This is an optimization exercise on Yosys and OpenROAD, whose aim is small area, not a production implementation.
Function was checked by simulation only, so behaviour that the tests miss may differ from the original.
Power is estimated from default activity; no workload was simulated.

==> constraint.sdc <==
create_clock -name core_clock -period 5.0 [get_ports {clk}]
set_input_delay 1.0000 -clock core_clock [delete_from_list [all_inputs] [get_ports {clk}]]
set_output_delay 1.0000 -clock core_clock [all_outputs]
set_load 0.01 [all_outputs]
==> run.sh <==
#!/bin/bash
# synth_recipe.tcl (not shown) runs the flow's synth.tcl, then flattens the netlist and writes it again
# the make line also repeats each setting of config.mk as NAME=value (left out here)
make -C /OpenROAD-flow-scripts/flow DESIGN_CONFIG=/design/flow/config.mk WORK_HOME=/design/flow/orfs CLKGATE_MAP_FILE= SYNTH_SCRIPT=/design/flow/synth_recipe.tcl finish
==> config.mk <==
export PLATFORM = sky130hd
export DESIGN_NAME = spi_frame_rx
export DESIGN_NICKNAME = spi_frame_rx
export VERILOG_FILES = /design/flow/design.v
export SDC_FILE = /design/flow/constraint.sdc
export NUM_CORES = 4
export LEC_CHECK = 0
export CAP_MARGIN = 20
export CORE_MARGIN = 2
export CORE_UTILIZATION = 40
export SLEW_MARGIN = 20
==> design.v <==
package spi_pkg;
    typedef enum logic [1:0] {
        IDLE,
        SHIFT,
        COMMIT,
        ABORT
    } spi_state_t;
    localparam int DEFAULT_FRAME_BITS = 432;
endpackage
module sync_edge_detect #(
    parameter int STAGES = 2
) (
    input  logic clk,
    input  logic rst_n,
    input  logic d,
    output logic q,
    output logic rise,
    output logic fall
);
    logic [STAGES-1:0] sync_q;
    logic              dly_q;
    always_ff @(posedge clk or negedge rst_n) begin
        if (!rst_n) begin
            sync_q <= '0;
            dly_q  <= 1'b0;
        end else begin
            sync_q <= {sync_q[STAGES-2:0], d};
            dly_q  <= sync_q[STAGES-1];
        end
    end
    assign q    = sync_q[STAGES-1];
    assign rise = q & ~dly_q;
    assign fall = ~q & dly_q;
endmodule
module spi_frame_rx #(
    parameter int FRAME_BITS  = spi_pkg::DEFAULT_FRAME_BITS,
    parameter int SYNC_STAGES = 2
) (
    input  logic                  clk,
    input  logic                  rst_n,
    input  logic                  sck,
    input  logic                  sdi,
    input  logic                  load,
    output logic                  sdo,
    input  logic [FRAME_BITS-1:0] tx_data,
    output logic [FRAME_BITS-1:0] frame_out,
    output logic                  frame_valid,
    output logic                  frame_err,
    output logic                  busy
);
    localparam int               CNT_W    = $clog2(FRAME_BITS + 2);
    localparam logic [CNT_W-1:0] CNT_FULL = CNT_W'(FRAME_BITS);
    localparam logic [CNT_W-1:0] CNT_OVER = CNT_W'(FRAME_BITS + 1);
    logic sck_rise, sck_fall, load_rise, load_fall, sdi_s;
    logic sck_unused_q, load_unused_q, sdi_unused_rise, sdi_unused_fall;
    sync_edge_detect #(.STAGES(SYNC_STAGES)) u_sck_sync (
        .clk(clk), .rst_n(rst_n), .d(sck),
        .q(sck_unused_q), .rise(sck_rise), .fall(sck_fall)
    );
    sync_edge_detect #(.STAGES(SYNC_STAGES)) u_load_sync (
        .clk(clk), .rst_n(rst_n), .d(load),
        .q(load_unused_q), .rise(load_rise), .fall(load_fall)
    );
    sync_edge_detect #(.STAGES(SYNC_STAGES)) u_sdi_sync (
        .clk(clk), .rst_n(rst_n), .d(sdi),
        .q(sdi_s), .rise(sdi_unused_rise), .fall(sdi_unused_fall)
    );
    spi_pkg::spi_state_t            state_q, state_d;
    logic [CNT_W-1:0]      cnt_q, cnt_d;
    logic [FRAME_BITS-1:0] rx_sr_q, rx_sr_d;
    logic [FRAME_BITS-1:0] tx_sr_q, tx_sr_d;
    logic [FRAME_BITS-1:0] frame_q, frame_d;
    logic                  sdo_q, sdo_d;
    logic                  valid_q, valid_d;
    logic                  err_q, err_d;
    logic                  start;
    always_ff @(posedge clk or negedge rst_n) begin
        if (!rst_n) begin
            state_q <= spi_pkg::IDLE;
            cnt_q   <= '0;
            rx_sr_q <= '0;
            tx_sr_q <= '0;
            frame_q <= '0;
            sdo_q   <= 1'b0;
            valid_q <= 1'b0;
            err_q   <= 1'b0;
        end else begin
            state_q <= state_d;
            cnt_q   <= cnt_d;
            rx_sr_q <= rx_sr_d;
            tx_sr_q <= tx_sr_d;
            frame_q <= frame_d;
            sdo_q   <= sdo_d;
            valid_q <= valid_d;
            err_q   <= err_d;
        end
    end
    always_comb begin
        state_d = state_q;
        cnt_d   = cnt_q;
        rx_sr_d = rx_sr_q;
        tx_sr_d = tx_sr_q;
        frame_d = frame_q;
        sdo_d   = sdo_q;
        valid_d = 1'b0;
        err_d   = 1'b0;
        start   = 1'b0;
        case (state_q)
            spi_pkg::IDLE: start = load_rise;
            spi_pkg::SHIFT: begin
                if (load_fall) begin
                    state_d = (cnt_q == CNT_FULL) ? spi_pkg::COMMIT : spi_pkg::ABORT;
                end else begin
                    if (sck_rise) begin
                        rx_sr_d = {rx_sr_q[FRAME_BITS-2:0], sdi_s};
                        if (cnt_q != CNT_OVER) cnt_d = cnt_q + CNT_W'(1);
                    end
                    if (sck_fall) begin
                        tx_sr_d = tx_sr_q << 1;
                        sdo_d   = tx_sr_q[FRAME_BITS-2];
                    end
                end
            end
            spi_pkg::COMMIT: begin
                frame_d = rx_sr_q;
                valid_d = 1'b1;
                state_d = spi_pkg::IDLE;
                start   = load_rise;
            end
            spi_pkg::ABORT: begin
                err_d   = 1'b1;
                state_d = spi_pkg::IDLE;
                start   = load_rise;
            end
            default: state_d = spi_pkg::IDLE;
        endcase
        if (start) begin
            state_d = spi_pkg::SHIFT;
            cnt_d   = '0;
            tx_sr_d = tx_data;
            sdo_d   = tx_data[FRAME_BITS-1];
        end
    end
    assign sdo         = sdo_q;
    assign frame_out   = frame_q;
    assign frame_valid = valid_q;
    assign frame_err   = err_q;
    assign busy        = (state_q != spi_pkg::IDLE);
endmodule
==> reports/results.ini, run 1 <==
[routing]
drt_iter0_drc = 2215
drtPass1Iterations = 5
avgViaCountPerCell = 4.89
drc_errors = 0
via_count = 33900
detail-route-antenna-nets = 0
routed_wl_um = 143000
wl_per_cell_um = 20.7

[die]
io_pins = 873
start_util = 0.404
die_x_um = 372
die_h_um = 372
die_area_sq_um = 138000
rows = 134
core_sq_um = 134000

[clock_network]
post_cts_resized = 0
postCtsSetupBuffers = 0
cts_tree = built
clkLatencyLatePin_ns = 0.78
clockRootBuffer = clkbuf_16
cts.sinks = 1317
clk_path_buf_depth = 3
hold_buffers = 0
clk_pin_slew_ns = 0.06
cts-buffers-inserted = 146
htreeDepth = 4

[timing]
period_share = 0.664
rsz0062_at_grt = no
tns_ns = 0
final-hold-violation-count = 0
worst_pin_slew_ns = 1.07
fin_ws_ns = 1.68
finalCriticalPeriod_ns = 3.32
setup_viol = 0
fmax_mhz = 301
finalClockSkew_ns = 0.0414
slew_viol_final = 0
slew_headroom = 0.286

[synth]
synth_cell_types = 37
postSynthAreaPerCell_sq_um = 12.8
yosysMostFrequentCell = dfrtp_1
async_flop_share = 1.00
syn-num-nets = 4652
synthCells = 4212
yosysTopAreaCell = dfrtp_1
ys.flop_type = dfrtp_1
yosysTopAreaCellShare = 0.609
ys_seq_elements = 1317
seq_area_frac_synth = 0.609
yosys_warnings = 2
syn_area_sq_um = 54100
synth_area_leaders = dfrtp_1, mux2_2, nand2_1
synth_edf_count = 0
synth_common_cells = dfrtp_1, nand2_1, mux2_2

[layout]
multiInputGateArea_sq_um = 20000
fin_nets = 5477
fin_util = 0.519
drive_above_1_share = 0.306
area_growth_pct = 28.5
final-seq-area_sq_um = 33000
final.fill_count = 11700

[min_path]
worstHoldPathType = input port to asynchronous set/reset pin

[global_route]
antenna_found_initial = 51
grt_usage = 0.205
grt_pass1_vias = 35200
grt_pass1_wl_um = 217000
grt_overflow = 0
grt_max_degree = 178

[setup_path]
crit_top_cell = mux2_2
worstRegToRegCells = 5
crit_family = simple AND/OR/NAND/NOR gates
cp.arrival_ns = 3.95
slowest_delay_ns = 0.90
crit_buf_inv = 1
crit_type = register to register
crit_chain = nand2b_1 > and3b_4 > buf_12 > mux2_2 > mux2_2
required_ns = 5.64
worst_path_max_delay_cell = and3b_4
worstSetupEndpointType = register
critPathLaunch = state_q[1]
startpoint_type = register
reg2reg_to = tx_sr_q[356]
cp_num_cells = 5
r2r_start = state_q[1]
r2r_slack_ns = 1.68
crit_fanout = 166

[placed_design]
pre_cts_ws_ns = 1.69
gp_congestion = 0.808
port_buffers = 872
dpl.hpwl_um = 97000

[flow_run]
drv_cap = 0

[power]
peakVddDrop_mv = 0.289
pwr_density_cell_nw_per_um2 = 416
leakagePower_nw = 33.5

[run_status]
outcome = no timing/DRC/antenna violations

==> layer usage <==
layer / vias up / GRT usage / wire length (um)
li1: 15800 / - / -
met1: 17000 / 0.259 / 59500
met2: 848 / 0.311 / 65200
met3: 251 / 0.0925 / 14500
met4: 56 / 0.0750 / 4020
met5: - / 0 / 329
==> per-stage QoR <==
stage	instance area [sq um]	power [W]	hold WS, ns	cells
floorplan	54100	0.0169	0.331	4212
global placement	64500	0.0182	0.342	6657
detailed placement	64500	0.0184	0.336	6657
CTS	69400	0.0293	0.225	6915
global route	69500	0.0304	0.148	6932
finish	69500	0.0289	0.133	6936
==> flip-flops by register name, summed over array words and instances, names as in the netlist <==
register / flops
cnt_q: 9
err_q: 1
frame_q: 432
rx_sr_q: 432
sdo_q: 1
state_q: 2
tx_sr_q: 431
u_load_sync.dly_q: 1
u_load_sync.sync_q: 2
u_sck_sync.dly_q: 1
u_sck_sync.sync_q: 2
u_sdi_sync.sync_q: 2
valid_q: 1
==> logic make-up (layout without fill, tap and decap cells) <==
kind of cell	after synthesis	after routing	share of synthesized area
buffers and inverters	246	1181	0.0215
flip-flops	1317	1317	0.609
adder cells (fa/ha/maj)	3	3	0.000694
other	0	21	0
AND/OR/NAND/NOR	1331	1331	0.0937
AO/OA/AOI/OAI	20	20	0.00250
multiplexers	1295	1295	0.272
==> cell usage in the layout, fill, tap and decap left out, types with 2 or more instances in the layout <==
master	n
mux2_4	36
o21ai_0	3
dfrtp_1	1317
and4_1	2
clkbuf_8	42
clkinv_16	3
a31oi_1	8
clkdlybuf4s50_1	871
or2_2	2
nor2b_1	2
clkbuf_16	148
inv_6	2
bufinv_16	5
inv_16	3
nor2_1	4
clkinv_8	4
clkbuf_1	32
nand2_1	1301
a21oi_1	2
nand3_1	8
buf_12	21
a41oi_1	2
inv_1	3
clkinv_2	18
mux2_2	1258
diode_2	21
buf_4	26
ha_1	3
==> where the power goes <==
group	switching, W	internal, W	leakage (nW)	total, W
sequential	0.000872	0.0124	17.7	0.0132
clock	0.00443	0.00636	2.41	0.0108
combinational	0.00165	0.00321	13.4	0.00486
==> worst max-delay path by stage <==
stage / endpoint / slack (ns)
after global routing: tx_sr_q[361] / 1.49
after global placement: tx_sr_q[260] / 1.74
after floorplan: tx_sr_q[100] / 2.98
after detailed placement: tx_sr_q[241] / 1.69
final: tx_sr_q[356] / 1.68
after CTS: tx_sr_q[256] / 1.66
==> area by class of cell <==
cell class	instances	area share
diodes	21	0.000756
clock buffers	222	0.0634
clock inverters	36	0.00693
inverters	4	0.000324
multi-input cells	2649	0.288
flip-flops and latches	1317	0.474
well taps	1768	0.0318
repair buffers	919	0.135
==> worst reg2reg max path: cells and delay by family, from the launching register on <==
kind          cells  cell delay (ns)
buf+inv           1             0.69
flops             1             0.40
mux               2             0.90
simple gates      2             1.21
==> inputs of run 2 (changes only) <==
==> design.v (replaced) <==
package spi_pkg;
    typedef enum logic [1:0] {
        IDLE,
        SHIFT,
        COMMIT,
        ABORT
    } spi_state_t;
    localparam int DEFAULT_FRAME_BITS = 432;
endpackage
module sync_edge_detect #(
    parameter int STAGES = 2
) (
    input  logic clk,
    input  logic rst_n,
    input  logic d,
    output logic q,
    output logic rise,
    output logic fall
);
    logic [STAGES-1:0] sync_q;
    logic              dly_q;
    always_ff @(posedge clk or negedge rst_n) begin
        if (!rst_n) begin
            sync_q <= '0;
            dly_q  <= 1'b0;
        end else begin
            sync_q <= {sync_q[STAGES-2:0], d};
            dly_q  <= sync_q[STAGES-1];
        end
    end
    assign q    = sync_q[STAGES-1];
    assign rise = q & ~dly_q;
    assign fall = ~q & dly_q;
endmodule
module spi_frame_rx #(
    parameter int FRAME_BITS  = spi_pkg::DEFAULT_FRAME_BITS,
    parameter int SYNC_STAGES = 2
) (
    input  logic                  clk,
    input  logic                  rst_n,
    input  logic                  sck,
    input  logic                  sdi,
    input  logic                  load,
    output logic                  sdo,
    input  logic [FRAME_BITS-1:0] tx_data,
    output logic [FRAME_BITS-1:0] frame_out,
    output logic                  frame_valid,
    output logic                  frame_err,
    output logic                  busy
);
    localparam int               CNT_W    = $clog2(FRAME_BITS + 2);
    localparam logic [CNT_W-1:0] CNT_FULL = CNT_W'(FRAME_BITS);
    localparam logic [CNT_W-1:0] CNT_OVER = CNT_W'(FRAME_BITS + 1);
    logic sck_rise, sck_fall_unused, sck_q_unused;
    logic load_q, load_rise_unused, load_fall_unused;
    logic sdi_s, sdi_rise_unused, sdi_fall_unused;
    sync_edge_detect #(.STAGES(SYNC_STAGES)) u_sck_sync (
        .clk(clk), .rst_n(rst_n), .d(sck),
        .q(sck_q_unused), .rise(sck_rise), .fall(sck_fall_unused)
    );
    sync_edge_detect #(.STAGES(SYNC_STAGES)) u_load_sync (
        .clk(clk), .rst_n(rst_n), .d(load),
        .q(load_q), .rise(load_rise_unused), .fall(load_fall_unused)
    );
    sync_edge_detect #(.STAGES(SYNC_STAGES)) u_sdi_sync (
        .clk(clk), .rst_n(rst_n), .d(sdi),
        .q(sdi_s), .rise(sdi_rise_unused), .fall(sdi_fall_unused)
    );
    logic shift_q, commit_q, abort_q, busy_q, valid_q, err_q;
    logic start, shift_en, hold, full;
    assign start    = ~shift_q & load_q;
    assign shift_en = shift_q & load_q & sck_rise;
    assign hold     = ~start & ~shift_en;
    logic [CNT_W-1:0] cnt_q;
    assign full = (cnt_q == CNT_FULL);
    always_ff @(posedge clk or negedge rst_n) begin
        if (!rst_n) begin
            shift_q  <= 1'b0;
            commit_q <= 1'b0;
            abort_q  <= 1'b0;
            busy_q   <= 1'b0;
            valid_q  <= 1'b0;
            err_q    <= 1'b0;
        end else begin
            shift_q  <= start | (shift_q & load_q);
            commit_q <= shift_q & ~load_q & full;
            abort_q  <= shift_q & ~load_q & ~full;
            busy_q   <= start | shift_q;
            valid_q  <= commit_q;
            err_q    <= abort_q;
        end
    end
    always_ff @(posedge clk) begin
        if (start)
            cnt_q <= '0;
        else if (shift_en && cnt_q != CNT_OVER)
            cnt_q <= cnt_q + CNT_W'(1);
    end
    logic [FRAME_BITS-1:0] nsr_q, sr, sr_prev;
    assign sr      = ~nsr_q;
    assign sr_prev = {sr[FRAME_BITS-2:0], sdi_s};
    always_ff @(posedge clk) begin
        nsr_q <= ~(({FRAME_BITS{start}}    & tx_data) |
                   ({FRAME_BITS{shift_en}} & sr_prev) |
                   ({FRAME_BITS{hold}}     & sr));
    end
    logic [FRAME_BITS-1:0] frame_q;
    always_ff @(posedge clk or negedge rst_n) begin
        if (!rst_n)        frame_q <= '0;
        else if (commit_q) frame_q <= sr;
    end
    assign sdo         = sr[FRAME_BITS-1];
    assign frame_out   = frame_q;
    assign frame_valid = valid_q;
    assign frame_err   = err_q;
    assign busy        = busy_q;
endmodule
--- a/config.mk
+++ b/config.mk
@@ -6,4 +6,5 @@
 export NUM_CORES = 4
 export LEC_CHECK = 0
+export ABC_AREA = 1
 export CAP_MARGIN = 20
 export CORE_MARGIN = 2
==> run 2 against run 1 <==
- register-to-register slack gained 0.83 ns
- clock-buffer cell count shrank 76
- clock skew shrank 0.011 ns
- largest cell class unchanged
- highest routed layer unchanged
==> reports/results.ini, run 2 <==
[timing]
rsz0062_at_grt = no
finalCriticalPeriod_ns = 2.75  ; -0.569 ns
setup_viol = 0  ; unchanged
period_share = 0.550  ; -0.114
worst_pin_slew_ns = 1.01  ; -0.0620 ns
finalClockSkew_ns = 0.0305  ; -0.0109 ns
tns_ns = 0  ; unchanged
holdWs_ns = 0.339  ; +0.206 ns
slew_viol_final = 0  ; unchanged
slew_headroom = 0.328  ; +0.0413
fmax_mhz = 364  ; +21%
final-hold-violation-count = 0  ; unchanged

[global_route]
grt_pass1_wl_um = 174000  ; -20%
grt_pass1_vias = 27500  ; -22%
antenna_found_initial = 32  ; -37%
grt_usage = 0.265  ; +0.0598
grt_overflow = 0  ; unchanged
grt_max_degree = 196  ; +10%

[routing]
drt_iter0_drc = 1958  ; -12%
routed_wl_um = 116000  ; -19%
via_count = 29000  ; -14%
avgViaCountPerCell = 5.07  ; +3.6%
detail-route-antenna-nets = 0  ; unchanged
drc_errors = 0  ; unchanged
wl_per_cell_um = 20.2  ; -2.2%
drtPass1Iterations = 5  ; unchanged

[power]
leakagePower_nw = 18.5  ; -45%
fin_total_pwr_w = 0.0165  ; -43%
pwr_density_cell_nw_per_um2 = 363  ; -13%
peakVddDrop_mv = 0.272  ; -5.9%

[synth]
synth_cell_types = 28  ; -24%
yosys_warnings = 2  ; unchanged
yosysMostFrequentCell = nand2_1
syn-num-nets = 4289  ; -7.8%
async_flop_share = 0.502  ; -0.498
syn_area_sq_um = 33000  ; -39%
seq_area_frac_synth = 0.604  ; -0.00510
synthCells = 3849  ; -8.6%
synth_common_cells = nand2_1, o21ai_0, dfrtp_1
postSynthAreaPerCell_sq_um = 8.58  ; -33%
ys.flop_type = dfrtp_1
yosysTopAreaCellShare = 0.337  ; -0.272
synth_area_leaders = dfrtp_1, dfxtp_1, o21ai_0
synth_edf_count = 0  ; unchanged
yosysTopAreaCell = dfrtp_1
ys_seq_elements = 886  ; -33%

[die]
start_util = 0.403  ; -0.00122
die_x_um = 291  ; -22%
die_h_um = 291  ; -22%
die_area_sq_um = 84900  ; -39%
rows = 105  ; -22%
core_sq_um = 82000  ; -39%
io_pins = 873  ; unchanged

[placed_design]
dpl.hpwl_um = 79300  ; -18%
port_buffers = 872  ; unchanged
place_area_sq_um = 42200  ; -35%
gp_congestion = 0.890  ; +10%

[layout]
final_common_cell = nand2_1
reg_top3 = frame_q x432, nsr_q x432, cnt_q x9
final.fill_count = 7591  ; -35%
fin_nets = 5000  ; -8.7%
final_area_sq_um = 45400  ; -35%
fin_util = 0.554  ; +0.0348
drive_above_1_share = 0.0409  ; -0.265
area_growth_pct = 37.5
final_cell_mix = nand2_1, clkdlybuf4s50_1, o21ai_0

[setup_path]
startpoint_type = register
worst_path_max_delay_cell = clkdlybuf4s50_1
crit_fanout = 2  ; -99%
crit_chain = clkdlybuf4s50_1
required_ns = 4.00  ; -1.64 ns
slowest_delay_ns = 0.70  ; -0.20 ns
cp.arrival_ns = 1.75  ; -2.20 ns
crit_family = buffers and inverters
worstSetupEndpointType = output port
crit_type = register to output port
crit_buf_inv = 1  ; unchanged

[clock_network]
clkLatencyLatePin_ns = 0.64  ; -0.14 ns
clk_pin_slew_ns = 0.06  ; about the same
cts_tree = built
clockRootBuffer = clkbuf_16
postCtsSetupBuffers = 0  ; unchanged
clk_path_buf_depth = 3  ; unchanged
cts.sinks = 886  ; -33%
hold_buffers = 0  ; unchanged
cts-buffers-inserted = 95  ; -35%
post_cts_resized = 0  ; unchanged
htreeDepth = 3  ; -1

[min_path]
worstHoldPathType = register to register

[run_status]
outcome = no timing/DRC/antenna violations

[flow_run]
drv_cap = 0  ; unchanged

run 2: cell count changes after synthesis, sizes merged, moves of 4 or more:
cell,delta
o21ai,+863
dfxtp,+441
clkbuf,+37
nor3,+431
nand2,-411
buf,+9
inv,+16
dfrtp,-872
mux2,-1294
a31oi,-7
nor2,+438
a21oi,+4
run 2: kinds of logic after synthesis:
family                   share of synthesized area
AO/OA/AOI/OAI                                0.133
XOR/XNOR                                  0.000265
adder cells (fa/ha/maj)                    0.00114
buffers and inverters                       0.0423
flip-flops                                   0.604
AND/OR/NAND/NOR                              0.219
run 2: worst paths after layout:
path / from / endpoint / slack [ns] / depth (start not counted)
hold / removal: u_sdi_sync.sync_q[0] / u_sdi_sync.sync_q[1] / 0.34 / 0
setup reg to reg: shift_q / nsr_q[35] / 2.51 / 6
min in group asynchronous: rst_n / frame_q[297] / 0.37 / 1
max in group asynchronous: rst_n / frame_q[161] / 3.49 / 2
setup / recovery: frame_q[430] / frame_out[430] / 2.25 / 1
hold reg to reg: u_sdi_sync.sync_q[0] / u_sdi_sync.sync_q[1] / 0.34 / 0
run 2: area by class of cell:
class	instances	area, sq um	share of cell area
Antenna cell	16	40.0	0.000882
Tap cell	1070	1340	0.0295
Timing Repair Buffer	902	9160	0.202
Inverter	20	90.1	0.00198
Multi-Input combinational cell	2655	11700	0.257
Clock buffer	146	2830	0.0623
Sequential cell	886	20000	0.440
Clock inverter	31	315	0.00694
run 2: per-layer routing:
layer  wire [um]  GRT usage  up-vias  share of wire
met3        9700     0.0889      215          0.084
met5         243          0        -         0.0021
met2       55600      0.444      831           0.48
met4        4240     0.0937       36          0.037
li1            -          -    14200              -
met1       46000      0.318    13700           0.40
run 2: where the power goes:
part           internal, W  total (W)  switching [W]
sequential         0.00769    0.00812       0.000436
combinational     0.000666    0.00128       0.000616
clock              0.00416    0.00708        0.00292
total               0.0125     0.0165        0.00397
run 2: metrics by stage:
stage / setup slack, ns / std cells
6_report: 2.25 / 5726
5_1_grt: 2.19 / 5723
4_1_cts: 2.20 / 5710
3_5_place_dp: 2.60 / 5533
3_3_place_gp: 2.60 / 5533
2_1_floorplan: 3.62 / 3849
==> inputs of run 3 (changes only) <==
--- a/config.mk
+++ b/config.mk
@@ -10,3 +10,4 @@
 export CORE_MARGIN = 2
 export CORE_UTILIZATION = 40
+export CTS_BUF_LIST = sky130_fd_sc_hd__clkbuf_4 sky130_fd_sc_hd__clkbuf_8
 export SLEW_MARGIN = 20
==> run 3 against run 2 <==
- register-to-register slack better by 0.06 ns
- non-clock buffer count unchanged
- wire length up 0.56%
- fmax down 4.4%
- synthesized cell count unchanged
- cell area up 0.68%
- sequential cell count unchanged
- die area unchanged
- critical path depth unchanged
- sequential power about the same
- utilization up 0.38 points
- largest cell class unchanged
==> reports/results.ini, run 3 <==
[routing]
drtPass1Iterations = 8  ; +3
avgViaCountPerCell = 5.02  ; -0.84%
drc_errors = 0  ; unchanged
wl_per_cell_um = 19.9  ; -1.5%
detail-route-antenna-nets = 0  ; unchanged
via_count = 29400  ; +1.2%
drt_iter0_drc = 1907  ; -2.6%
routed_wl_um = 116000  ; +0.56%

[timing]
fin_ws_ns = 2.12  ; -0.128 ns
setup_viol = 0  ; unchanged
worst_pin_slew_ns = 0.980  ; -0.0287 ns
finalCriticalPeriod_ns = 2.88  ; +0.128 ns
finalClockSkew_ns = 0.0432  ; +0.0127 ns
fmax_mhz = 348  ; -4.4%
holdWs_ns = 0.238  ; -0.101 ns
rsz0062_at_grt = no
period_share = 0.575  ; +0.0255
slew_viol_final = 0  ; unchanged
tns_ns = 0  ; unchanged
slew_headroom = 0.347  ; +0.0192
final-hold-violation-count = 0  ; unchanged

[die]
io_pins = 873  ; unchanged
die_area_sq_um = 84900  ; unchanged
rows = 105  ; unchanged
die_x_um = 291  ; unchanged
start_util = 0.403  ; unchanged
die_h_um = 291  ; unchanged
core_sq_um = 82000  ; unchanged

[power]
combinationalPowerShare = 0.077  ; about the same
intPower_w = 0.0125  ; -0.24%
leakagePower_nw = 18.7  ; +1.5%
fin_total_pwr_w = 0.0166  ; +0.84%
p_clk_frac = 0.434  ; +0.005
p_switching_w = 0.00414  ; +4.3%
seq_power_share = 0.489  ; -0.004
pwr_density_cell_nw_per_um2 = 363  ; +0.16%
peakVddDrop_mv = 0.312  ; +14%
p_sw_frac = 0.249  ; +0.00819

[clock_network]
clk_path_buf_depth = 3  ; unchanged
hold_buffers = 0  ; unchanged
cts_tree = built
clkLatencyLatePin_ns = 0.78  ; +0.14 ns
post_cts_resized = 0  ; unchanged
cts-buffers-inserted = 153  ; +61%
clk_pin_slew_ns = 0.05  ; about the same
cts.sinks = 886  ; unchanged
postCtsSetupBuffers = 0  ; unchanged
clockRootBuffer = clkbuf_8
htreeDepth = 4  ; +1

[global_route]
antenna_found_initial = 35  ; +9.4%
grt_overflow = 0  ; unchanged
grt_pass1_wl_um = 175000  ; +0.64%
grt_usage = 0.268  ; +0.00235
grt_max_degree = 196  ; unchanged
grt_pass1_vias = 28000  ; +1.8%

[synth]
yosysTopAreaCellShare = 0.337  ; unchanged
synth_cell_types = 28  ; unchanged
synth_area_leaders = dfrtp_1, dfxtp_1, o21ai_0
yosysTopAreaCell = dfrtp_1
yosysMostFrequentCell = nand2_1
ys_seq_elements = 886  ; unchanged
yosys_warnings = 2  ; unchanged
syn_area_sq_um = 33000  ; unchanged
async_flop_share = 0.502  ; unchanged
synthCells = 3849  ; unchanged
syn-num-nets = 4289  ; unchanged
synth_common_cells = nand2_1, o21ai_0, dfrtp_1
postSynthAreaPerCell_sq_um = 8.58  ; unchanged
seq_area_frac_synth = 0.604  ; unchanged
synth_edf_count = 0  ; unchanged
ys.flop_type = dfrtp_1

[setup_path]
crit_chain = clkdlybuf4s50_1
startpoint_type = register
cp.arrival_ns = 1.88  ; +0.13 ns
crit_buf_inv = 1  ; unchanged
worstRegToRegCells = 6  ; unchanged
worstSetupEndpointType = output port
r2r_slack_ns = 2.57  ; +0.06 ns
required_ns = 4.00  ; about the same
slowest_delay_ns = 0.70  ; about the same
crit_fanout = 2  ; unchanged
crit_type = register to output port
reg2reg_to = nsr_q[141]
crit_family = buffers and inverters
r2r_start = u_load_sync.sync_q[1]
worst_path_max_delay_cell = clkdlybuf4s50_1

[layout]
drive_above_1_share = 0.0688  ; +0.0279
final.fill_count = 7602  ; +0.14%
reg_top3 = frame_q x432, nsr_q x432, cnt_q x9
final_cell_mix = nand2_1, clkdlybuf4s50_1, o21ai_0
final_area_sq_um = 45700  ; +0.68%
fin_nets = 5058  ; +1.2%
final_common_cell = nand2_1
area_growth_pct = 38.4

[placed_design]
place_area_sq_um = 42200  ; unchanged
gp_congestion = 0.890  ; unchanged
port_buffers = 872  ; unchanged
dpl.hpwl_um = 79300  ; unchanged
pre_cts_ws_ns = 2.60  ; unchanged

[run_status]
outcome = no timing/DRC/antenna violations

[flow_run]
drv_cap = 0  ; unchanged

[min_path]
worstHoldPathType = input port to asynchronous set/reset pin

==> run 3: cell counts after synthesis <==
Identical to the previous run, type by type.
==> run 3: per-stage QoR <==
step | instances | utilization
2_1_floorplan | 3849 | -
6_report | 5844 | 0.558
3_5_place_dp | 5533 | 0.515
4_1_cts | 5821 | 0.557
3_3_place_gp | 5533 | 0.515
5_1_grt | 5839 | 0.558
==> run 3: cell families (layout without fill, tap and decap cells) <==
family / Yosys count / in the layout / synth area share
compound gates: 875 / 875 / 0.133
flops: 886 / 886 / 0.604
other cells: 0 / 23 / 0
xor+xnor: 1 / 1 / 0.000265
buf+inv: 308 / 1210 / 0.0423
fa+ha+maj: 3 / 3 / 0.00114
simple gates: 1776 / 1776 / 0.219
==> run 3: worst max-delay path by stage <==
stage	start	to	slack [ns]	depth (start not counted)
floorplan	frame_q[0]	frame_out[0]	3.62	0
global placement	u_load_sync.sync_q[1]	nsr_q[141]	2.60	6
detailed placement	shift_q	nsr_q[348]	2.60	7
CTS	busy_q	busy	2.03	1
global route	busy_q	busy	2.01	1
finish	frame_q[430]	frame_out[430]	2.12	1
==> run 3: cell type report <==
type                            count  area [sq um]  share of cell area
Multi-Input combinational cell   2655         11700               0.255
Timing Repair Buffer              902          9160               0.200
Sequential cell                   886         20000               0.437
Antenna cell                       23          57.6             0.00126
Clock inverter                     27           278             0.00607
Inverter                           20          90.1             0.00197
Tap cell                         1070          1340              0.0293
Clock buffer                      261          3160              0.0691
==> run 3: routing by layer <==
metal | vias to the layer above | wire (um) | global-route usage
li1 | 14400 | - | -
met1 | 13800 | 46300 | 0.317
met2 | 916 | 56000 | 0.442
met3 | 217 | 9980 | 0.0948
met4 | 26 | 4050 | 0.107
met5 | - | 183 | 0
==> run 3: power groups by stage <==
| stage | Clock [W] | Combinational [W] | Sequential, W |
|---|---|---|---|
| detailed placement | 0 | 0.00129 | 0.00825 |
| finish | 0.00721 | 0.00128 | 0.00813 |
| global route | 0.00773 | 0.00145 | 0.00820 |
| global placement | 0 | 0.00125 | 0.00825 |
| CTS | 0.00740 | 0.00129 | 0.00812 |
| floorplan | 0 | 0.000718 | 0.00810 |
==> inputs of run 4 (changes only) <==
==> flow/run.sh (new file) <==
#!/bin/bash
# Own flow: the standard layout (standard.sh) with
#  - an area-oriented ABC script in the standard synthesis,
#  - the smallest buffer (buf_1) on every input and output port,
#  - CTS with smaller clock buffers and no dummy loads.
set -euo pipefail
work=$(pwd)
export OWN_WORK=$work
export OWN_ABC_SCRIPT=$work/flow/abc_area.script
bash standard.sh \
  "SYNTH_SCRIPT=$work/flow/synth_wrap.tcl" \
  "BUFFER_PORTS_ARGS=-buffer_cell sky130_fd_sc_hd__buf_1" \
  "CTS_ARGS=-sink_clustering_enable -repair_clock_nets -dont_use_dummy_load -buf_list {sky130_fd_sc_hd__clkbuf_8} -sink_clustering_size 16 -sink_clustering_max_diameter 60" \
  finish > "$work/own_flow.log" 2>&1
==> flow/abc_area.script (new file) <==
strash
dch
amap
topo
&get -n
&st
&dch
&nf -a
&put
topo
==> flow/synth_wrap.tcl (new file) <==
# Standard synthesis (synth_recipe.tcl) with only the ABC script replaced by an
# area-oriented one; flip-flop mapping and everything else is unchanged.
proc abc {args} {
  set i [lsearch -exact $args -script]
  if { $i >= 0 } {
    lset args [expr {$i + 1}] $::env(OWN_ABC_SCRIPT)
  }
  puts "abc (own script): $args"
  yosys abc {*}$args
}
source $::env(OWN_WORK)/synth_recipe.tcl
==> standard.sh (new file) <==
#!/bin/bash
# synth_recipe.tcl (not shown) runs the flow's synth.tcl, then flattens the netlist and writes it again
# the make line also repeats each setting of config.mk as NAME=value (left out here)
make -C /OpenROAD-flow-scripts/flow DESIGN_CONFIG=/design/flow/config.mk WORK_HOME=/design/flow/orfs CLKGATE_MAP_FILE= SYNTH_SCRIPT=/design/flow/synth_recipe.tcl "${@:-finish}"
--- a/config.mk
+++ b/config.mk
@@ -8,6 +8,5 @@
 export ABC_AREA = 1
 export CAP_MARGIN = 20
-export CORE_MARGIN = 2
-export CORE_UTILIZATION = 40
-export CTS_BUF_LIST = sky130_fd_sc_hd__clkbuf_4 sky130_fd_sc_hd__clkbuf_8
+export CORE_AREA = 3 3 302 302
+export DIE_AREA = 0 0 305 305
 export SLEW_MARGIN = 20
removed: run.sh
==> run 4 against run 3 <==
- wire length is 16% lower
- via count decreased by 13%
- largest power group unchanged
- highest routed layer unchanged
- critical endpoint is now nsr_q[21]
- clock power is 51% lower
- die area rose by 9.6%
- synthesized cell count decreased by 31%
- sequential share of layout area grew 13 points
- critical path depth up 4
- clock-buffer cell count fell by 189
- largest cell class unchanged
- setup slack got worse by 0.071 ns
- still clean on timing, DRC and antenna
- critical path type is now register to register
- fmax decreased by 2.4%
- utilization down 16 points
==> reports/results.ini, run 4 <==
[run_status]
outcome = no timing/DRC/antenna violations

[clock_network]
clk_path_buf_depth = 3  ; unchanged
postCtsSetupBuffers = 0  ; unchanged
hold_buffers = 0  ; unchanged
post_cts_resized = 0  ; unchanged
htreeDepth = 3  ; -1
cts.sinks = 886  ; unchanged
cts_tree = built
clk_pin_slew_ns = 0.10  ; +0.05 ns
clockRootBuffer = clkbuf_8
cts-buffers-inserted = 72  ; -53%
clkLatencyLatePin_ns = 0.68  ; -0.10 ns

[synth]
ys_seq_elements = 886  ; unchanged
synthCells = 2664  ; -31%
postSynthAreaPerCell_sq_um = 10.9  ; +26%
synth_cell_types = 26  ; -7.1%
syn_area_sq_um = 28900  ; -12%
yosysTopAreaCellShare = 0.385  ; +0.0481
async_flop_share = 0.502  ; unchanged
seq_area_frac_synth = 0.691  ; +0.0862
synth_area_leaders = dfrtp_1, dfxtp_1, a21oi_1
yosysMostFrequentCell = a21oi_1
ys.flop_type = dfrtp_1
synth_edf_count = 0  ; unchanged
synth_common_cells = a21oi_1, dfrtp_1, dfxtp_1
syn-num-nets = 3104  ; -28%
yosys_warnings = 2  ; unchanged
yosysTopAreaCell = dfrtp_1

[setup_path]
worstSetupEndpointType = register
crit_fanout = 162  ; +160
crit_type = register to register
required_ns = 5.54  ; +1.54 ns
cp.arrival_ns = 3.49  ; +1.61 ns
slowest_delay_ns = 0.94  ; +0.24 ns
worst_path_max_delay_cell = buf_4
crit_chain = nand4b_1 > buf_12 > buf_4 > o22ai_1 > a21oi_1
startpoint_type = register

[timing]
setup_viol = 0  ; unchanged
rsz0062_at_grt = no
finalCriticalPeriod_ns = 2.95  ; +0.0708 ns
worst_pin_slew_ns = 1.17  ; +0.191 ns
fmax_mhz = 339  ; -2.4%
fin_ws_ns = 2.05  ; -0.0708 ns
final-hold-violation-count = 0  ; unchanged
slew_viol_final = 0  ; unchanged
finalClockSkew_ns = 0.116  ; +0.0730 ns
period_share = 0.590  ; +0.0142
slew_headroom = 0.220  ; -0.127

[die]
die_h_um = 305  ; +4.7%
rows = 109  ; +3.8%
die_area_sq_um = 93000  ; +9.6%
start_util = 0.327  ; -0.0763
die_x_um = 305  ; +4.7%
io_pins = 873  ; unchanged
core_sq_um = 88500  ; +8.0%

[power]
p_sw_frac = 0.263  ; +0.0142
peakVddDrop_mv = 0.261  ; -16%
p_switching_w = 0.00336  ; -19%
leakagePower_nw = 14.4  ; -23%
seq_power_share = 0.643  ; +0.154
intPower_w = 0.00940  ; -25%
pwr_density_cell_nw_per_um2 = 362  ; -0.35%
combinationalPowerShare = 0.078  ; about the same
p_clk_frac = 0.279  ; -0.155

[placed_design]
port_buffers = 872  ; unchanged
place_inst = 4747  ; -14%
pre_cts_ws_ns = 2.21  ; -0.387 ns
gp_congestion = 0.868  ; -2.5%
dpl.hpwl_um = 67600  ; -15%

[routing]
wl_per_cell_um = 20.1  ; +0.83%
drt_iter0_drc = 2276  ; +19%
drc_errors = 0  ; unchanged
drtPass1Iterations = 7  ; -1
avgViaCountPerCell = 5.25  ; +4.5%
routed_wl_um = 97300  ; -16%
via_count = 25400  ; -13%
detail-route-antenna-nets = 0  ; unchanged

[global_route]
grt_usage = 0.198  ; -0.0696
grt_overflow = 0  ; unchanged
grt_pass1_wl_um = 146000  ; -17%
grt_pass1_vias = 24200  ; -13%
antenna_found_initial = 22  ; -37%
grt_max_degree = 182  ; -7.1%

[layout]
final-seq-area_sq_um = 20000  ; about the same
area_growth_pct = 21.8
drive_above_1_share = 0.0337  ; -0.0352
fin_nets = 4096  ; -19%
reg_top3 = frame_q x432, nsr_q x432, cnt_q x9
final_cell_mix = buf_1, a21oi_1, dfrtp_1
multiInputGateArea_sq_um = 8940  ; -23%
final_common_cell = buf_1
layout.cells.non_filler = 4841  ; -17%
final.fill_count = 9075  ; +19%

[min_path]
worstHoldPathType = register to register

[flow_run]
drv_cap = 0  ; unchanged

==> run 4: final cells by class <==
class                      instances  share of cell area
antenna                           22             0.00156
clock buffer                      72              0.0281
inverter                           5            0.000533
multi-input combinational       1772               0.254
sequential                       886               0.567
tap                             1165              0.0414
timing repair buffer             919               0.108
==> run 4: power by group through the flow <==
| stage | registers (W) | clock network, W | logic (W) |
|---|---|---|---|
| 6_report | 0.00820 | 0.00356 | 0.000992 |
| 5_1_grt | 0.00827 | 0.00396 | 0.00113 |
| 4_1_cts | 0.00819 | 0.00368 | 0.000999 |
| 3_5_place_dp | 0.00834 | 0 | 0.000991 |
| 3_3_place_gp | 0.00834 | 0 | 0.000957 |
| 2_1_floorplan | 0.00813 | 0 | 0.000707 |
==> run 4: logic make-up after synthesis <==
group                    count (synthesis)  synth area share
AO/OA/AOI/OAI                         1308             0.246
adder cells (fa/ha/maj)                  3           0.00130
XOR/XNOR                                 2          0.000606
buffers and inverters                    6          0.000779
flip-flops                             886             0.691
AND/OR/NAND/NOR                        459            0.0612
==> run 4: final timing paths <==
check,start,slack [ns],endpoint,cells past startpoint
max in group asynchronous,rst_n,3.38,frame_q[106],2
min in group asynchronous,rst_n,0.48,frame_q[231],1
hold reg to reg,u_sck_sync.sync_q[0],0.27,u_sck_sync.sync_q[1],0
hold / removal,u_sck_sync.sync_q[0],0.27,u_sck_sync.sync_q[1],0
setup reg to reg,shift_q,2.05,nsr_q[21],5
setup / recovery,shift_q,2.05,nsr_q[21],5
==> run 4: layer usage <==
layer / track usage / wire length (um) / up-vias
met3: 0.0556 / 7570 / 220
met5: 0 / 27 / -
met2: 0.322 / 46400 / 904
li1: - / - / 11900
met4: 0.0991 / 4500 / 4
met1: 0.241 / 38800 / 12300
==> run 4: critical path: cells and delay by family, from the launching register on <==
| kind | cells | cell delay, ns |
|---|---|---|
| buf+inv | 2 | 1.51 |
| flops | 1 | 0.45 |
| compound gates | 2 | 0.31 |
| simple gates | 1 | 0.25 |
==> run 4: metrics by stage <==
stage / total power (W) / TNS [ns] / utilization / area (sq um) / hold WS [ns]
after global placement: 0.00930 / 0 / 0.386 / 34200 / 0.331
after global routing: 0.0134 / 0 / 0.398 / 35200 / 0.279
final: 0.0128 / 0 / 0.398 / 35200 / 0.272
after CTS: 0.0129 / 0 / 0.397 / 35200 / 0.281
after detailed placement: 0.00933 / 0 / 0.386 / 34200 / 0.336
after floorplan: 0.00884 / -8717.24 / - / 28900 / 0.331
==> inputs of run 5 (changes only) <==
--- a/flow/run.sh
+++ b/flow/run.sh
@@ -12,3 +12,4 @@
   "BUFFER_PORTS_ARGS=-buffer_cell sky130_fd_sc_hd__buf_1" \
   "CTS_ARGS=-sink_clustering_enable -repair_clock_nets -dont_use_dummy_load -buf_list {sky130_fd_sc_hd__clkbuf_8} -sink_clustering_size 16 -sink_clustering_max_diameter 60" \
+  "PLACE_PINS_ARGS=-min_distance 1 -min_distance_in_tracks" \
   finish > "$work/own_flow.log" 2>&1
--- a/config.mk
+++ b/config.mk
@@ -8,5 +8,5 @@
 export ABC_AREA = 1
 export CAP_MARGIN = 20
-export CORE_AREA = 3 3 302 302
-export DIE_AREA = 0 0 305 305
+export CORE_AREA = 3 3 227 227
+export DIE_AREA = 0 0 230 230
 export SLEW_MARGIN = 20
==> run 5 against run 4 <==
- sequential power shrank 1%
- first-iteration DRC count grew 9.1%
- wire length shrank 2.4%
- clock skew shrank 0.094 ns
- highest routed layer unchanged
- sequential share of layout area grew 1.4 points
- setup slack gained 0.17 ns
- die area shrank 43%
- hold slack gained 0.085 ns
- non-clock buffer count shrank 21
- sequential cell count is the same
==> reports/results.ini, run 5 <==
[synth]
synth_cell_types = 26  ; unchanged
seq_area_frac_synth = 0.691  ; unchanged
synth_edf_count = 0  ; unchanged
yosysMostFrequentCell = a21oi_1
yosysTopAreaCellShare = 0.385  ; unchanged
yosysTopAreaCell = dfrtp_1
synth_area_leaders = dfrtp_1, dfxtp_1, a21oi_1
syn-num-nets = 3104  ; unchanged
async_flop_share = 0.502  ; unchanged
postSynthAreaPerCell_sq_um = 10.9  ; unchanged
synthCells = 2664  ; unchanged
synth_common_cells = a21oi_1, dfrtp_1, dfxtp_1
yosys_warnings = 2  ; unchanged
ys_seq_elements = 886  ; unchanged
syn_area_sq_um = 28900  ; unchanged
ys.flop_type = dfrtp_1

[global_route]
grt_usage = 0.344  ; +0.146
antenna_found_initial = 63  ; +190%
grt_overflow = 0  ; unchanged
grt_max_degree = 235  ; +29%
met2_usage = 0.487  ; +0.165
grt_pass1_vias = 24300  ; +0.43%
use_met3 = 0.159  ; +0.103
grt_pass1_wl_um = 141000  ; -2.9%
grt_use_met1 = 0.430  ; +0.189
busiest_layer = met2

[setup_path]
worstSetupEndpointType = register
startpoint_type = register
required_ns = 5.57  ; +0.03 ns
crit_fanout = 225  ; +39%
cp.arrival_ns = 3.34  ; -0.15 ns
crit_type = register to register

[timing]
final-hold-violation-count = 0  ; unchanged
fin_ws_ns = 2.22  ; +0.172 ns
slew_viol_final = 0  ; unchanged
slew_headroom = 0.232  ; +0.0122
holdWs_ns = 0.357  ; +0.0853 ns
setup_viol = 0  ; unchanged
fmax_mhz = 360  ; +6.2%
worst_pin_slew_ns = 1.15  ; -0.0183 ns
rsz0062_at_grt = no
period_share = 0.555  ; -0.0344
finalClockSkew_ns = 0.0219  ; -0.0943 ns
finalCriticalPeriod_ns = 2.78  ; -0.172 ns

[layout]
reg_top3 = frame_q x432, nsr_q x432, cnt_q x9
layout.cells.non_filler = 4327  ; -11%
final_common_cell = buf_1
final.fill_count = 4084  ; -55%
final-seq-area_sq_um = 20000  ; unchanged
fin_nets = 4064  ; -0.78%
area_growth_pct = 18.8
drive_above_1_share = 0.0251  ; -0.00854
final_cell_mix = buf_1, a21oi_1, dfrtp_1
multiInputGateArea_sq_um = 8940  ; unchanged

[clock_network]
clkLatencyLatePin_ns = 0.71  ; +0.03 ns
clockRootBuffer = clkbuf_8
cts_tree = built
clk_pin_slew_ns = 0.10  ; about the same
hold_buffers = 0  ; unchanged
postCtsSetupBuffers = 0  ; unchanged
htreeDepth = 2  ; -1
cts-buffers-inserted = 61  ; -15%
cts.sinks = 886  ; unchanged
clk_path_buf_depth = 3  ; unchanged
post_cts_resized = 0  ; unchanged

[power]
leakagePower_nw = 14.2  ; -1.3%
peakVddDrop_mv = 0.230  ; -12%
pwr_density_cell_nw_per_um2 = 358  ; -1.0%

[flow_run]
drv_cap = 0  ; unchanged

[routing]
drtPass1Iterations = 7  ; unchanged
drc_errors = 0  ; unchanged
drt_iter0_drc = 2482  ; +9.1%
detail-route-antenna-nets = 0  ; unchanged
avgViaCountPerCell = 6.01  ; +15%
routed_wl_um = 94900  ; -2.4%
via_count = 26000  ; +2.4%
wl_per_cell_um = 21.9  ; +9.2%

[die]
die_area_sq_um = 52900  ; -43%
start_util = 0.587  ; +0.260
die_h_um = 230  ; -25%
core_sq_um = 49300  ; -44%
io_pins = 873  ; unchanged
rows = 81  ; -26%
die_x_um = 230  ; -25%

[min_path]
worstHoldPathType = register to register

[placed_design]
port_buffers = 872  ; unchanged
gp_congestion = 0.960  ; +11%
place_inst = 4225  ; -11%
pre_cts_ws_ns = 2.21  ; +0.00214 ns
dpl.hpwl_um = 64100  ; -5.1%

[run_status]
outcome = no timing/DRC/antenna violations

==> run 5: cell counts after synthesis <==
No cell type changed its count.
==> run 5: final timing paths <==
| kind | from | to | slack [ns] | cells after the start |
|---|---|---|---|---|
| worst max-delay path | shift_q | cnt_q[0] | 2.22 | 6 |
| worst min-delay path | u_load_sync.sync_q[0] | u_load_sync.sync_q[1] | 0.36 | 0 |
| worst max register to register | shift_q | cnt_q[0] | 2.22 | 6 |
| worst min register to register | u_load_sync.sync_q[0] | u_load_sync.sync_q[1] | 0.36 | 0 |
| max in group asynchronous | rst_n | frame_q[422] | 3.54 | 2 |
| min in group asynchronous | rst_n | frame_q[127] | 0.41 | 1 |
==> run 5: cells by family (layout without fill, tap and decap cells) <==
kind of cell | after synthesis | count (layout) | synth area share
simple gates | 459 | 459 | 0.0612
buf+inv | 6 | 964 | 0.000779
compound gates | 1308 | 1308 | 0.246
other cells | 0 | 41 | 0
fa+ha+maj | 3 | 3 | 0.00130
xor+xnor | 2 | 2 | 0.000606
flops | 886 | 886 | 0.691
==> run 5: final cells by class <==
class                           count  area share
Antenna cell                       41     0.00299
Clock buffer                       61      0.0244
Inverter                            5    0.000546
Multi-Input combinational cell   1772       0.260
Sequential cell                   886       0.581
Tap cell                          664      0.0242
Timing Repair Buffer              898       0.106
==> run 5: critical path, stage by stage (launching register included) <==
cell and delay, ns:
dfrtp_1 0.46, nand4b_1 0.20, buf_4 0.61, buf_12 0.69, a41oi_1 0.24, xnor2_1 0.23
nor2_1 0.05
==> run 5: metal layers <==
metal / up-vias / share of wire
met2: 1224 / 0.43
li1: 11900 / -
met4: 52 / 0.067
met5: - / 0.0034
met1: 12500 / 0.37
met3: 339 / 0.12
==> run 5: metrics by stage <==
step / total power, W / util / instance area (sq um) / TNS, ns
2_1_floorplan: 0.00884 / - / 28900 / -8717.24
3_3_place_gp: 0.00916 / 0.678 / 33400 / 0
3_5_place_dp: 0.00923 / 0.678 / 33400 / 0
4_1_cts: 0.0123 / 0.695 / 34200 / 0
5_1_grt: 0.0128 / 0.697 / 34300 / 0
6_report: 0.0123 / 0.697 / 34300 / 0
==> run 5: power by group <==
| part | internal, W | switching, W | leakage (nW) |
|---|---|---|---|
| Clock | 0.00109 | 0.00212 | 0.439 |
| Combinational | 0.000431 | 0.000554 | 3.88 |
| Sequential | 0.00767 | 0.000454 | 9.90 |

-- static timing again, ports no longer ideal --
How much do the figures lean on ideal ports? The routed layouts below were timed once more, with nothing changed but the port constraints. Step 1: set_driving_cell puts a clkbuf_16 on clk and a buf_2 on each other input, an assumption about the parent block. Step 2 adds t to the input delays and takes it off the output delays; t is the mean of the earliest and latest rising clock arrival at the registers after step 1. Input paths then give back, and output paths get back, about the clock's delay inside the block. a / b / c = no drivers / after step 1 / after step 2; a / b = the first two.
run | t (ns) | setup WS [ns] | latest minus earliest clock arrival (ns) | cell pins on the clock port's net
run 1 | 0.827 | 1.682 / 1.682 / 1.682 | 0.046 / 0.046 | 1
run 2 | 0.695 | 2.251 / 2.183 / 2.506 | 0.032 / 0.032 | 1
run 3 | 0.831 | 2.123 / 2.057 / 2.575 | 0.057 / 0.057 | 1
run 4 | 0.683 | 2.052 / 2.052 / 2.052 | 0.119 / 0.119 | 1
run 5 | 0.758 | 2.224 / 2.224 / 2.224 | 0.023 / 0.023 | 1
After both steps setup and hold are still met in every run listed.
